Background: an optimization exercise with open tools, aiming at a short achievable clock period and few clock cycles per item. Do not read the settings as production practice.
In this exercise RTL edits were held to simulation tests only and were not proved equivalent to the original.
No activity file was given, so power comes from the tool's default toggle rates.

### config.mk
export PLATFORM = sky130hd
export DESIGN_NAME = counting_multiset_table
export DESIGN_NICKNAME = counting_multiset_table
export VERILOG_FILES = /design/flow/design.v
export SDC_FILE = /design/flow/constraint.sdc
export NUM_CORES = 4
export LEC_CHECK = 0
export ABC_CLOCK_PERIOD_IN_PS = 2000
export CAP_MARGIN = 20
export CORE_MARGIN = 2
export CORE_UTILIZATION = 65
export CTS_CLUSTER_DIAMETER = 80
export CTS_CLUSTER_SIZE = 25
export SETUP_SLACK_MARGIN = 4.3
export SLEW_MARGIN = 20
### design.v
package cms_pkg;
   localparam int ENTRIES_DEFAULT    = 16;
   localparam int COUNT_BITS_DEFAULT = 16;
   localparam int MULT_BITS  = 16;
   localparam int TOTAL_BITS = 20;
   localparam int RSP_BITS   = MULT_BITS + TOTAL_BITS + 2;
   localparam logic [1:0] CMD_ADD    = 2'd0;
   localparam logic [1:0] CMD_REMOVE = 2'd1;
   localparam logic [1:0] CMD_QUERY  = 2'd2;
   localparam logic [1:0] CMD_TOTAL  = 2'd3;
   localparam logic [1:0] STS_OK     = 2'd0;
   localparam logic [1:0] STS_FULL   = 2'd1;
   localparam logic [1:0] STS_ABSENT = 2'd2;
   localparam int CREDITS = 6;
endpackage
module cms_ctrl (
   input  logic                         clock,
   input  logic                         reset,
   input  logic                         req_valid,
   output logic                         req_ready,
   output logic                         req_take,
   input  logic                         in_valid,
   input  logic [cms_pkg::RSP_BITS-1:0] in_payload,
   output logic                         rsp_valid,
   input  logic                         rsp_ready,
   output logic [cms_pkg::RSP_BITS-1:0] rsp_payload
);
   localparam int DEPTH = cms_pkg::CREDITS - 1;    
   localparam int PW    = $clog2(DEPTH);
   localparam int CW    = $clog2(cms_pkg::CREDITS + 1);
   logic [CW-1:0] owed_ff;
   logic          ready_ff;
   logic          take;
   assign req_ready = ready_ff;
   assign req_take  = req_valid && ready_ff;
   assign take      = rsp_valid && rsp_ready;
   always_ff @(posedge clock) begin
      if (reset) begin
         owed_ff  <= '0;
         ready_ff <= 1'b1;
      end else begin
         case ({req_take, take})
            2'b10: begin
               owed_ff  <= owed_ff + 1'b1;
               ready_ff <= owed_ff + 1'b1 < CW'(cms_pkg::CREDITS);
            end
            2'b01: begin
               owed_ff  <= owed_ff - 1'b1;
               ready_ff <= owed_ff - 1'b1 < CW'(cms_pkg::CREDITS);
            end
            default: begin
               ready_ff <= owed_ff < CW'(cms_pkg::CREDITS);
            end
         endcase
      end
   end
   logic [cms_pkg::RSP_BITS-1:0] buf_ff [DEPTH];
   logic [PW-1:0]                rd_ff, wr_ff;
   logic [CW-1:0]                cnt_ff;
   logic                         head_valid_ff;
   logic [cms_pkg::RSP_BITS-1:0] head_ff, head_sh_ff, head_in;
   logic                         head_load, from_buf, pop;
   assign rsp_valid   = head_valid_ff;
   assign rsp_payload = head_ff;
   always_comb begin
      head_load = !head_valid_ff || rsp_ready;
      from_buf  = cnt_ff != '0;
      pop       = head_load && (from_buf || in_valid);
      head_in   = from_buf ? buf_ff[rd_ff] : in_payload;
   end
   always_ff @(posedge clock) begin
      if (reset) begin
         head_valid_ff <= 1'b0;
         rd_ff         <= '0;
         wr_ff         <= '0;
         cnt_ff        <= '0;
      end else begin
         head_valid_ff <= (head_valid_ff && !rsp_ready) || from_buf || in_valid;
         if (pop) begin
            rd_ff <= (rd_ff == PW'(DEPTH - 1)) ? '0 : rd_ff + 1'b1;
         end
         if (in_valid) begin
            wr_ff <= (wr_ff == PW'(DEPTH - 1)) ? '0 : wr_ff + 1'b1;
         end
         cnt_ff <= cnt_ff + CW'(in_valid) - CW'(pop);
      end
   end
   always_ff @(posedge clock) begin
      head_ff <= head_load ? head_in : head_sh_ff;
      head_sh_ff <= head_load ? head_in : head_ff;
      if (in_valid) begin
         buf_ff[wr_ff] <= in_payload;
      end
   end
endmodule
module cms_datapath #(
   parameter int ENTRIES    = cms_pkg::ENTRIES_DEFAULT,
   parameter int COUNT_BITS = cms_pkg::COUNT_BITS_DEFAULT
) (
   input  logic                         clock,
   input  logic                         reset,
   input  logic                         req_take,
   input  logic [33:0]                  req_payload,
   output logic                         out_valid,
   output logic [cms_pkg::RSP_BITS-1:0] out_payload
);
   localparam logic [COUNT_BITS-1:0] COUNT_ONE = {{(COUNT_BITS-1){1'b0}}, 1'b1};
   logic [31:0]           value_ff [ENTRIES];
   logic [COUNT_BITS-1:0] count_ff [ENTRIES];
   logic [ENTRIES-1:0]    valid_ff;
   logic [ENTRIES-1:0]    valid_d;    
   logic [ENTRIES-1:0]    one_ff, sat_ff;
   logic [31:0]           e_v;
   logic               i_valid;
   logic [1:0]         i_cmd;
   logic [31:0]        i_v;
   logic [ENTRIES-1:0] i_eq;       
   logic               i_same_i;   
   logic               i_same_e;   
   always_ff @(posedge clock) begin
      i_valid  <= req_take && !reset;
      i_cmd    <= req_payload[33:32];
      i_v      <= req_payload[31:0];
      i_same_i <= req_payload[31:0] == i_v;
      i_same_e <= req_payload[31:0] == e_v;
      for (int i = 0; i < ENTRIES; i++) begin
         i_eq[i] <= req_payload[31:0] == value_ff[i];
      end
      valid_d  <= valid_ff;
   end
   logic               e_add, e_rem, e_qry, e_any_cmd;
   logic [ENTRIES-1:0] e_hit;    
   logic [ENTRIES-1:0] e_ahit;   
   logic [ENTRIES-1:0] e_rhit;   
   logic               e_any;    
   logic [ENTRIES-1:0] e_free;   
   function automatic logic [ENTRIES-1:0] low_mask(int n);
      low_mask = '0;
      for (int k = 0; k < ENTRIES; k++) begin
         low_mask[k] = k < n;
      end
   endfunction
   function automatic logic one_zero_below(logic [ENTRIES-1:0] v, int n);
      logic term;
      one_zero_below = 1'b0;
      for (int j = 0; j < ENTRIES; j++) begin
         if (j < n) begin
            term = !v[j];
            for (int k = 0; k < ENTRIES; k++) begin
               if (k < n && k != j) begin
                  term = term && v[k];
               end
            end
            one_zero_below = one_zero_below || term;
         end
      end
   endfunction
   logic [ENTRIES-1:0] p_hit, lower_all, free1, free2, below_free1;
   logic               p_same;
   always_comb begin
      for (int i = 0; i < ENTRIES; i++) begin
         p_hit[i]       = valid_ff[i] && (valid_d[i] ? i_eq[i] : i_same_e);
         lower_all[i]   = &(valid_ff | ~low_mask(i));
         free1[i]       = !valid_ff[i] && lower_all[i];
         free2[i]       = !valid_ff[i] && one_zero_below(valid_ff, i);
         below_free1[i] = valid_ff[i] && lower_all[i];
      end
      p_same = e_any_cmd && i_same_i;
   end
   logic [ENTRIES-1:0] alloc, inc, dec, after, freed;
   logic               full, one_hit, sat_hit, present, alloc_any, freed_low;
   logic [ENTRIES-1:0] is_two, is_top;
   logic [COUNT_BITS-1:0] cnt_up [ENTRIES];
   logic [COUNT_BITS-1:0] cnt_dn [ENTRIES];
   logic [ENTRIES-1:0] n_hit;
   logic               n_add, n_rem;
   always_comb begin
      full      = &valid_ff;
      one_hit   = |(e_hit & one_ff);
      sat_hit   = |(e_hit & sat_ff);
      alloc_any = e_add && !e_any && !full;
      for (int i = 0; i < ENTRIES; i++) begin
         is_two[i] = count_ff[i] == COUNT_BITS'(2);
         is_top[i] = count_ff[i] == {{(COUNT_BITS-1){1'b1}}, 1'b0};
         alloc[i]  = e_add && !e_any && e_free[i];
         inc[i]    = e_ahit[i] && !sat_ff[i];
         dec[i]    = e_rhit[i];
         for (int b = 0; b < COUNT_BITS; b++) begin
            cnt_up[i][b] = count_ff[i][b] ^ (&(count_ff[i] | ~low_mask(b)));
            cnt_dn[i][b] = count_ff[i][b] ^ !(|(count_ff[i] & low_mask(b)));
         end
         freed[i]  = dec[i] && one_ff[i];
         after[i]  = alloc[i] || (e_hit[i] && !freed[i]);
      end
      present   = e_any ? !(e_rem && one_hit) : alloc_any;
      freed_low = |(freed & below_free1);
      n_hit     = p_same ? after : p_hit;
      n_add     = i_valid && (i_cmd == cms_pkg::CMD_ADD);
      n_rem     = i_valid && (i_cmd == cms_pkg::CMD_REMOVE);
   end
   always_ff @(posedge clock) begin
      if (reset) begin
         e_add     <= 1'b0;
         e_rem     <= 1'b0;
         e_qry     <= 1'b0;
         e_any_cmd <= 1'b0;
      end else begin
         e_add     <= n_add;
         e_rem     <= n_rem;
         e_qry     <= i_valid && (i_cmd == cms_pkg::CMD_QUERY);
         e_any_cmd <= i_valid;
      end
      e_v    <= i_v;
      e_hit  <= n_hit;
      e_ahit <= n_add ? n_hit : '0;
      e_rhit <= n_rem ? n_hit : '0;
      e_any  <= p_same ? present : |p_hit;
      e_free <= alloc_any ? free2 : freed_low ? freed : free1;
   end
   always_ff @(posedge clock) begin
      for (int i = 0; i < ENTRIES; i++) begin
         if (!valid_ff[i]) begin
            value_ff[i] <= e_v;
            count_ff[i] <= COUNT_ONE;
            one_ff[i]   <= 1'b1;
            sat_ff[i]   <= 1'b0;
         end else if (inc[i]) begin
            count_ff[i] <= cnt_up[i];
            one_ff[i]   <= 1'b0;
            sat_ff[i]   <= is_top[i];
         end else if (dec[i]) begin
            count_ff[i] <= cnt_dn[i];
            one_ff[i]   <= is_two[i];
            sat_ff[i]   <= 1'b0;
         end
      end
   end
   always_ff @(posedge clock) begin
      if (reset) begin
         valid_ff <= '0;
      end else begin
         valid_ff <= alloc | (valid_ff & ~freed);
      end
   end
   logic               r_valid, r_inc, r_dec;
   logic [ENTRIES-1:0] r_sel;
   logic [1:0]         r_status;
   logic [cms_pkg::TOTAL_BITS-1:0] sum_ff;
   always_ff @(posedge clock) begin
      if (reset) begin
         r_valid <= 1'b0;
         r_inc   <= 1'b0;
         r_dec   <= 1'b0;
      end else begin
         r_valid <= e_any_cmd;
         r_inc   <= e_add && (e_any ? !sat_hit : !full);
         r_dec   <= e_rem && e_any;
      end
      r_sel    <= (e_add || e_rem || e_qry) ? (e_hit | alloc) : '0;
      r_status <= (e_add && !e_any && full) ? cms_pkg::STS_FULL :
                  (e_rem && !e_any)         ? cms_pkg::STS_ABSENT :
                                                cms_pkg::STS_OK;
   end
   logic [COUNT_BITS-1:0] r_mult;
   always_comb begin
      r_mult = '0;
      for (int i = 0; i < ENTRIES; i++) begin
         r_mult = r_mult | (count_ff[i] & {COUNT_BITS{r_sel[i]}});
      end
   end
   function automatic logic [cms_pkg::TOTAL_BITS-1:0] sum_mask(int n);
      sum_mask = '0;
      for (int k = 0; k < cms_pkg::TOTAL_BITS; k++) begin
         sum_mask[k] = k < n;
      end
   endfunction
   logic [cms_pkg::TOTAL_BITS-1:0] sum_up, sum_dn;
   always_comb begin
      for (int b = 0; b < cms_pkg::TOTAL_BITS; b++) begin
         sum_up[b] = sum_ff[b] ^ (&(sum_ff | ~sum_mask(b)));
         sum_dn[b] = sum_ff[b] ^ !(|(sum_ff & sum_mask(b)));
      end
   end
   always_ff @(posedge clock) begin
      if (reset) begin
         sum_ff <= '0;
      end else if (r_inc) begin
         sum_ff <= sum_up;
      end else if (r_dec) begin
         sum_ff <= sum_dn;
      end
   end
   logic                          w_valid;
   logic [cms_pkg::MULT_BITS-1:0] w_mult;
   logic [1:0]                    w_status;
   always_ff @(posedge clock) begin
      if (reset) begin
         w_valid <= 1'b0;
      end else begin
         w_valid <= r_valid;
      end
      w_mult   <= r_mult;
      w_status <= r_status;
   end
   assign out_valid   = w_valid;
   assign out_payload = {w_mult, sum_ff, w_status};
endmodule
module counting_multiset_table #(
   parameter int ENTRIES    = cms_pkg::ENTRIES_DEFAULT,
   parameter int COUNT_BITS = cms_pkg::COUNT_BITS_DEFAULT
) (
   input  logic                     clock,
   input  logic                     reset,
   input  logic                     req_valid,
   output logic                     req_ready,
   input  logic [33:0]              req_payload,
   output logic                     rsp_valid,
   input  logic                     rsp_ready,
   output logic [37:0]              rsp_payload
);
   logic                         req_take;
   logic                         dp_valid;
   logic [cms_pkg::RSP_BITS-1:0] dp_payload;
   cms_ctrl u_ctrl (
      .clock       (clock),
      .reset       (reset),
      .req_valid   (req_valid),
      .req_ready   (req_ready),
      .req_take    (req_take),
      .in_valid    (dp_valid),
      .in_payload  (dp_payload),
      .rsp_valid   (rsp_valid),
      .rsp_ready   (rsp_ready),
      .rsp_payload (rsp_payload)
   );
   cms_datapath #(
      .ENTRIES    (ENTRIES),
      .COUNT_BITS (COUNT_BITS)
   ) u_datapath (
      .clock       (clock),
      .reset       (reset),
      .req_take    (req_take),
      .req_payload (req_payload),
      .out_valid   (dp_valid),
      .out_payload (dp_payload)
   );
endmodule
### constraint.sdc
create_clock -name core_clock -period 6.5 [get_ports {clock}]
set_input_delay 1.3000 -clock core_clock [delete_from_list [all_inputs] [get_ports {clock}]]
set_output_delay 1.3000 -clock core_clock [all_outputs]
set_load 0.01 [all_outputs]
### run.sh
#!/bin/bash
# synth_recipe.tcl (not shown) runs the flow's synth.tcl, then flattens the netlist and writes it again
# the make line also repeats each setting of config.mk as NAME=value (left out here)
make -C /OpenROAD-flow-scripts/flow DESIGN_CONFIG=/design/flow/config.mk WORK_HOME=/design/flow/orfs CLKGATE_MAP_FILE= SYNTH_SCRIPT=/design/flow/synth_recipe.tcl finish
==> out/results.tsv, run 1 <==
metric	value	unit
Yosys cell types	89	
Mapped Cells	4994	
Setup Viol. Count Final	0	
crit path kind	flop to primary output	
Post-Syn Area	0.05757	mm²
Post-synth EDFFs	702	
slack of the critical path	4054	ps
R2R setup slack	4060	ps
Int Pwr	12.77	mW
Most used DFF post-synth	edfxtp_1	
largest net degree at the start of global routing	84	
worst-path cell with the longest stage delay	dfxtp_2	
DIE HEIGHT	301.6	µm
Post-Syn Nets	5047	
H-tree levels	3	
post-synthesis register bit count	1329	
Required @ worst endpoint	5200	ps
Pleak	22.74	nW
crit-path leading delay family	flip-flops	
fmax	408.9	MHz
R2R Path Start	u_ctrl.cnt_ff[0]	
clock tree from TritonCTS	built	
final period demand of the worst path	2446	ps
fillers	6164	
CTS Buffer Depth	3	
CP cell instances	buf_6	
startpoint types	flop	
slew margin rel.	0.09669	
row count	109	
Endpoint, Worst Hold	u_datapath.w_status[1]	
Initial Utilization	0.6535	
area grow syn2layout	11.21	%
switching share of total power	0.2540	
grt ovf	0	
DR vias	41420	
Peak VDD IR	0.0003496	V
DR vias/cell	6.629	
register area share after synthesis	0.5842	
GPL Wtd Cong	1.002	
clock group share of total power	0.282	
PortBufs	77	
WHS Path Cells	0	
power per cell area	267.4	mW/mm²
placed cell area	0.05912	mm²
Design Area, Final	0.06403	mm²
Critical Path AT	1150	ps
hpwl dp	113000	µm
number of CTS-inserted buffers	66	
Hold Vio Cnt, Final	0	
Max Slew Vio Count	0	
final WL	178200	µm
Remaining DRCs	0	
worst-margin pin slew	1353	ps
clk slew on worst S/H paths	100	ps
Core ar.	0.08810	mm²
worst hold path type	flop to flop	
CP bufs+invs	1	
GRT Util Overall	0.3828	
I/O Pins	78	
RSZ-0062 raised after global routing	yes	
R2R Path End	u_ctrl.cnt_ff[2]	
CP max stage delay	370	ps
Routed Antenna Nets	0	
fin util	0.7268	
worst slack, placed	2357	ps
hold-fix buffers at CTS	0	
Die Area	0.09097	mm²
max_cap viols	0	
clock skew	33.11	ps
CTS Sinks	1329	
Avg Cell Area, Syn	11.53	µm²
wire per inst	28.52	µm
setup TNS	0	ps
Logic pwr share	0.157	
vias in the first global route	37710	
Die X-Extent	301.6	µm
first-pass GRT wire length	253300	µm
asr flop ratio synth	0	
Tcrit/Tclk final	0.3763	
worst skew pair latency	680	ps
clock root cell	clkbuf_16	
initial antenna violation count	9	
hold_ws	341.7	ps
Pre-antenna DRT Iters	6	
min-delay src	u_datapath.r_status[1]	
share of cells above drive strength 1	0.1385	
worst-path fanout max	2	
CP endpoint kind	primary output	
1st-iter DRT viols	5438	
status	timing/DRC/antenna clean	
nets	5086	
Flop pwr share	0.561	
depth of the most critical reg-to-reg path	12	
warnings from Yosys	6	
Levels on crit path	1	
P_sw	4.348	mW
## synth_stat cells (20+ instances only)
master,instances,area share
nand3_1,113,0.0098
edfxtp_1,702,0.37
mux4_2,38,0.015
xnor2_1,153,0.023
or3_1,58,0.0063
a221oi_1,82,0.012
nand4_1,123,0.013
and2_1,20,0.0022
a21o_1,95,0.012
and3_1,50,0.0054
a21oi_1,167,0.015
or4_1,29,0.0038
nor2b_1,29,0.0032
a22oi_1,33,0.0043
and4_1,21,0.0032
a22o_1,66,0.010
a211oi_1,43,0.0056
o22ai_1,31,0.0034
nand2b_1,29,0.0032
mux2i_1,69,0.012
nor3_1,84,0.0073
nand2_1,204,0.013
clkbuf_1,235,0.015
o21ai_0,82,0.0071
buf_2,62,0.0054
xor2_1,675,0.10
nor4_1,214,0.023
mux2_2,22,0.0043
nor2_1,523,0.034
dfxtp_1,627,0.22
buf_1,26,0.0017
inv_1,57,0.0037
## power by group through the flow
stage	Clock, mW	Combinational, mW	Sequential [mW]
after floorplan	0	1.45	9.73
after global routing	5.16	2.89	9.64
after global placement	0	2.11	9.72
final	4.83	2.69	9.60
after detailed placement	0	2.19	9.74
after CTS	4.87	2.59	9.60
## what timing repair did
action / in CTS / in global routing
endpoints found under the setup margin: 194 / 134
gates resized for setup: 498 / 139
gates cloned: 8 / 4
pin swaps: 35 / 56
setup buffers: 97 / 31
## flip-flops by register name, summed over array words and instances (netlist names), 20 cells and up, named ones only
name,cells
u_datapath.value_ff,512
u_datapath.count_ff,256
u_ctrl.head_ff,38
u_datapath.sum_ff,20
u_ctrl.buf_ff,190
u_ctrl.head_sh_ff,38
u_datapath.e_v,32
u_datapath.i_v,32
## metrics by stage
| stage | cells | total power, mW |
|---|---|---|
| floorplan | 4994 | 11.17 |
| global placement | 5989 | 11.83 |
| detailed placement | 5990 | 11.92 |
| CTS | 6213 | 17.05 |
| global route | 6248 | 17.68 |
| finish | 6249 | 17.12 |
## layout by cell type (no fill, tap or decap), types with 73 or more instances in the layout
cell type / count
clkbuf_16: 73
a21o_1: 95
a221oi_1: 73
nor2_1: 518
nand3_1: 112
nor3_1: 74
edfxtp_1: 702
xnor2_1: 153
xor2_1: 668
dfxtp_2: 78
nor4_1: 164
nand4_1: 123
o21ai_0: 80
dfxtp_1: 541
a21oi_1: 163
buf_4: 169
nand2_1: 202
## worst max path at each step
stage,from,to,slack (ps)
after floorplan,rsp_ready,u_ctrl.cnt_ff[2],3580
after global placement,req_payload[12],u_datapath.i_eq[13],2390
after detailed placement,req_payload[12],u_datapath.i_eq[13],2360
after CTS,u_ctrl.head_ff[14],rsp_payload[14],4020
after global routing,u_ctrl.cnt_ff[0],u_ctrl.cnt_ff[2],3970
final,u_ctrl.head_ff[24],rsp_payload[24],4050
## area by class of cell
cell class              instances  area, µm²  share of cell area
flip-flops and latches       1329      33760              0.5273
multi-input cells            3265      23200              0.3623
repair buffers                299       3243             0.05065
clock buffers                 103       1897             0.02962
well taps                    1165       1458             0.02277
inverters                      71      302.8            0.004729
clock inverters                15      156.4            0.002443
repair inverters                1      11.26           0.0001759
diodes                          1      2.502          0.00003908
## logic make-up (layout without fill, tap and decap cells)
kind of cell / after synthesis / count (layout) / share of synthesized area
compound gates: 703 / 703 / 0.08406
flops: 1329 / 1329 / 0.5842
mux: 130 / 130 / 0.03136
fa+ha+maj: 16 / 16 / 0.003564
other cells: 0 / 1 / 0
xor+xnor: 828 / 828 / 0.1260
simple gates: 1587 / 1588 / 0.1426
buf+inv: 401 / 489 / 0.02827
## per-layer routing
metal | up-vias | part of all wire | global-route usage
met4 | 12 | 0.045 | 0.1475
li1 | 18170 | - | -
met3 | 451 | 0.13 | 0.1074
met2 | 2457 | 0.43 | 0.5642
met1 | 20340 | 0.39 | 0.5389
met5 | - | 0.0010 | 0.01111
Testbench counts, summed over its fixed seeds: cycles 24,040, items 24,000.
==> inputs of run 2 (changes only) <==
--- a/design.v
+++ b/design.v
@@ -28,11 +28,20 @@
    localparam int DEPTH = cms_pkg::CREDITS - 1;    
    localparam int PW    = $clog2(DEPTH);
-   localparam int CW    = $clog2(cms_pkg::CREDITS + 1);
-   logic [CW-1:0] owed_ff;
-   logic          ready_ff;
-   logic          take;
+   function automatic logic [cms_pkg::CREDITS-1:0] therm_step(
+      logic [cms_pkg::CREDITS-1:0] t, logic up, logic dn);
+      therm_step = t;
+      if (up && !dn) begin
+         therm_step = {t[cms_pkg::CREDITS-2:0], 1'b1};
+      end else if (dn && !up) begin
+         therm_step = {1'b0, t[cms_pkg::CREDITS-1:1]};
+      end
+   endfunction
+   logic [cms_pkg::CREDITS-1:0] owed_ff, owed_in;
+   logic                        ready_ff;
+   logic                        take;
    assign req_ready = ready_ff;
    assign req_take  = req_valid && ready_ff;
    assign take      = rsp_valid && rsp_ready;
+   assign owed_in   = therm_step(owed_ff, req_take, take);
    always_ff @(posedge clock) begin
       if (reset) begin
@@ -40,22 +49,11 @@
          ready_ff <= 1'b1;
       end else begin
-         case ({req_take, take})
-            2'b10: begin
-               owed_ff  <= owed_ff + 1'b1;
-               ready_ff <= owed_ff + 1'b1 < CW'(cms_pkg::CREDITS);
-            end
-            2'b01: begin
-               owed_ff  <= owed_ff - 1'b1;
-               ready_ff <= owed_ff - 1'b1 < CW'(cms_pkg::CREDITS);
-            end
-            default: begin
-               ready_ff <= owed_ff < CW'(cms_pkg::CREDITS);
-            end
-         endcase
+         owed_ff  <= owed_in;
+         ready_ff <= !owed_in[cms_pkg::CREDITS-1];
       end
    end
    logic [cms_pkg::RSP_BITS-1:0] buf_ff [DEPTH];
    logic [PW-1:0]                rd_ff, wr_ff;
-   logic [CW-1:0]                cnt_ff;
+   logic [cms_pkg::CREDITS-1:0]  cnt_ff;    
    logic                         head_valid_ff;
    logic [cms_pkg::RSP_BITS-1:0] head_ff, head_sh_ff, head_in;
@@ -65,5 +63,5 @@
    always_comb begin
       head_load = !head_valid_ff || rsp_ready;
-      from_buf  = cnt_ff != '0;
+      from_buf  = cnt_ff[0];
       pop       = head_load && (from_buf || in_valid);
       head_in   = from_buf ? buf_ff[rd_ff] : in_payload;
@@ -83,5 +81,5 @@
             wr_ff <= (wr_ff == PW'(DEPTH - 1)) ? '0 : wr_ff + 1'b1;
          end
-         cnt_ff <= cnt_ff + CW'(in_valid) - CW'(pop);
+         cnt_ff <= therm_step(cnt_ff, in_valid, pop);
       end
    end
==> out/results.tsv, run 2 <==
metric	value	unit	change
Tcrit/Tclk final	0.3842		+0.007945
clock tree from TritonCTS	built		
area grow syn2layout	12.21	%	
Required @ worst endpoint	5200	ps	about the same
CP max stage delay	380	ps	about the same
GRT Util Overall	0.3730		-0.009742
worst-path fanout max	2		unchanged
Synth top area share	0.3680		+0.001855
vias in the first global route	37200		-1.3%
Flop pwr share	0.635		+0.074
final period demand of the worst path	2497	ps	+51.64 ps
worst skew pair latency	700	ps	+20 ps
Logic pwr share	0.054		-0.103
Yosys cell types	71		-20%
grt ovf	0		unchanged
share of cells above drive strength 1	0.1522		+0.01370
P_sw	3.241	mW	-25%
nets	5138		+1.0%
commonest non-fill, non-tap cell in the layout	edfxtp_1		
Hold Vio Cnt, Final	0		unchanged
Routed Antenna Nets	0		unchanged
H-tree levels	2		-1
GPL Wtd Cong	1.012		+1.0%
worst hold path type	flop to flop		
setup TNS	0	ps	unchanged
first-pass GRT wire length	248000	µm	-2.1%
crit-path leading delay family	flip-flops		
Remaining DRCs	0		unchanged
DP Cell Count	5981		-0.15%
Post-Syn Nets	5044		-0.059%
warnings from Yosys	6		unchanged
top cells by count, synth	edfxtp_1, xor2_1, dfxtp_1		
CTS Buffer Depth	3		unchanged
1st-iter DRT viols	5901		+8.5%
Int Pwr	11.16	mW	-13%
status	timing/DRC/antenna clean		
Largest Register	u_datapath.value_ff		
clock skew	45.47	ps	+12.36 ps
number of CTS-inserted buffers	61		-7.6%
worst-margin pin slew	1121	ps	-232.3 ps
CTS Sinks	1335		+0.45%
max reg flops	512		unchanged
Core ar.	0.08702	mm²	-1.2%
depth of the most critical reg-to-reg path	10		-2
initial antenna violation count	12		+3
clk slew on worst S/H paths	100	ps	about the same
clock root cell	clkbuf_16		
Finished Layout Cells	6294		+0.72%
fmax	400.4	MHz	-2.1%
WHS Path Cells	0		unchanged
slew margin rel.	0.2518		+0.1551
largest net degree at the start of global routing	88		+4.8%
Die Area	0.09052	mm²	-0.50%
DIE HEIGHT	300.9	µm	-0.25%
Mapped Cells	4995		+0.020%
Pleak	22.95	nW	+0.92%
most frequent cells in the layout	edfxtp_1, xor2_1, dfxtp_1		
Critical Path AT	1200	ps	+50 ps
I/O Pins	78		unchanged
Initial Utilization	0.6582		+0.004763
power per cell area	224.0	mW/mm²	-16%
Most used DFF post-synth	edfxtp_1		
RSZ-0062 raised after global routing	yes		
fillers	5979		-3.0%
row count	108		-0.92%
total power	14.40	mW	-16%
wire per inst	27.68	µm	-2.9%
crit path kind	flop to primary output		
post-synthesis register bit count	1335		+0.45%
Levels on crit path	1		unchanged
Pre-antenna DRT Iters	9		+3
worst-path cell with the longest stage delay	dfxtp_4		
Setup Viol. Count Final	0		unchanged
most common cell in the synthesized netlist	edfxtp_1		
register area share after synthesis	0.5892		+0.005057
max_cap viols	0		unchanged
hpwl dp	111700	µm	-1.1%
asr flop ratio synth	0		unchanged
Yosys top cell by area	edfxtp_1		
DR vias/cell	6.656		+0.42%
Max Slew Vio Count	0		unchanged
DR vias	41900		+1.1%
Synth area leaders	edfxtp_1, dfxtp_1, xor2_1		
CP cell instances	buf_6		
Die X-Extent	300.9	µm	-0.25%
Avg Cell Area, Syn	11.47	µm²	-0.52%
CP endpoint kind	primary output		
Post-Syn Area	0.05728	mm²	-0.50%
clock group share of total power	0.311		+0.029
hold-fix buffers at CTS	0		unchanged
final WL	174200	µm	-2.2%
Peak VDD IR	0.0002814	V	-19%
CP bufs+invs	1		unchanged
switching share of total power	0.2251		-0.02892
biggest regs	u_datapath.value_ff x512, u_datapath.count_ff x256, u_ctrl.buf_ff x190		
Post-synth EDFFs	702		unchanged
PortBufs	77		unchanged
startpoint types	flop		
==> run 2: cell types whose count changed after synthesis, moves of 12 or more <==
cell / change
nor3_1: +16
o21ai_0: +48
nor2_1: -62
a21oi_1: +69
nand3_1: -22
nand2b_1: +13
xnor2_1: -38
or3_1: +49
buf_2: -52
o22ai_1: -12
clkbuf_1: +65
==> run 2: logic make-up (layout without fill, tap and decap cells) <==
logic type	Yosys count	count (layout)	synth area share
other	0	1	0
adders and majority gates	11	11	0.002403
xor gates and xnor gates	779	779	0.1191
AOI/OAI and AO/OA	810	810	0.09346
buffers and inverters	399	541	0.02665
and+or+nand+nor	1531	1532	0.1376
DFF	1335	1335	0.5892
muxes	130	130	0.03156
==> run 2: final timing paths <==
path,endpoint,slack [ps],start
setup / recovery,rsp_payload[5],4000,u_ctrl.head_ff[5]
hold / removal,u_datapath.w_status[1],340,u_datapath.r_status[1]
setup reg to reg,u_datapath.e_free[12],4220,u_datapath.valid_ff[0]
hold reg to reg,u_datapath.w_status[1],340,u_datapath.r_status[1]
==> run 2: area by class of cell <==
class	instances	area (µm²)	area share
sequential	1335	33940	0.5280
clock buffer	100	1704	0.02651
timing repair buffer	365	3601	0.05602
antenna	1	2.502	0.00003893
clock inverter	12	122.6	0.001908
inverter	60	281.5	0.004380
timing repair inverter	4	65.06	0.001012
tap	1155	1445	0.02248
multi-input combinational	3262	23120	0.3596
==> run 2: power by group through the flow <==
stage               sequential [mW]  clock [mW]  combinational (mW)
floorplan                      9.32           0               0.430
global placement               9.33           0               0.620
detailed placement             9.33           0               0.627
CTS                            9.13        4.52               0.705
global route                   9.15        4.79               0.805
finish                         9.14        4.48               0.780
==> run 2: layer usage <==
metal  GRT usage  share of wire  vias to the layer above  wire, µm
li1            -              -                    18380         -
met4      0.1068          0.033                       10      5704
met2      0.5527           0.43                     2586     75560
met5           0        0.00082                        -       142
met3     0.09033           0.13                      359     23390
met1      0.5492           0.40                    20560     69430
==> run 2: metrics by stage <==
step,setup slack [ps],utilization,instance area (µm²),hold WS [ps]
2_1_floorplan,3777,-,58600,309.6
3_3_place_gp,2708,0.6785,59040,315.6
3_5_place_dp,2692,0.6785,59050,315.4
4_1_cts,3981,0.7214,62780,336.5
5_1_grt,3983,0.7386,64280,355.4
6_report,4003,0.7386,64280,337.9
==> run 2: repair_timing <==
action	4_1_cts	5_1_grt
resized for setup	483	201
endpoints found under the setup margin	379	247
gates cloned	10	1
pin swaps	39	44
setup buffers	96	92
Testbench counts of run 2, summed over its fixed seeds: cycles 24,040, items 24,000.

==> re-timing with driven ports <==
Ports are ideal in the flow. The routed layouts listed here were re-timed in OpenROAD. Step 1: set_driving_cell puts a clkbuf_16 on clock and a buf_2 on each other input, an assumption about the parent block. Step 2 times the ports against the registers' clock, not the clock port: input delays grow and output delays shrink by t, the midpoint of the rising clock arrivals with the driver on. Three values: ideal ports, drivers, drivers and shift; two values: the first two.
run | t (ns) | setup WS [ns] | hold slack, ns | clock arrival spread, ns
run 1 | 0.734 | 4.054 / 3.982 / 3.402 | 0.342 / 0.342 / 0.342 | 0.039 / 0.039
run 2 | 0.748 | 4.003 / 3.936 / 3.504 | 0.338 / 0.338 / 0.338 | 0.047 / 0.047
After both steps every run listed still meets setup and hold. The setup slack of run 1, which loses most, moves by -0.072 ns with the drivers and by -0.652 ns with both steps.
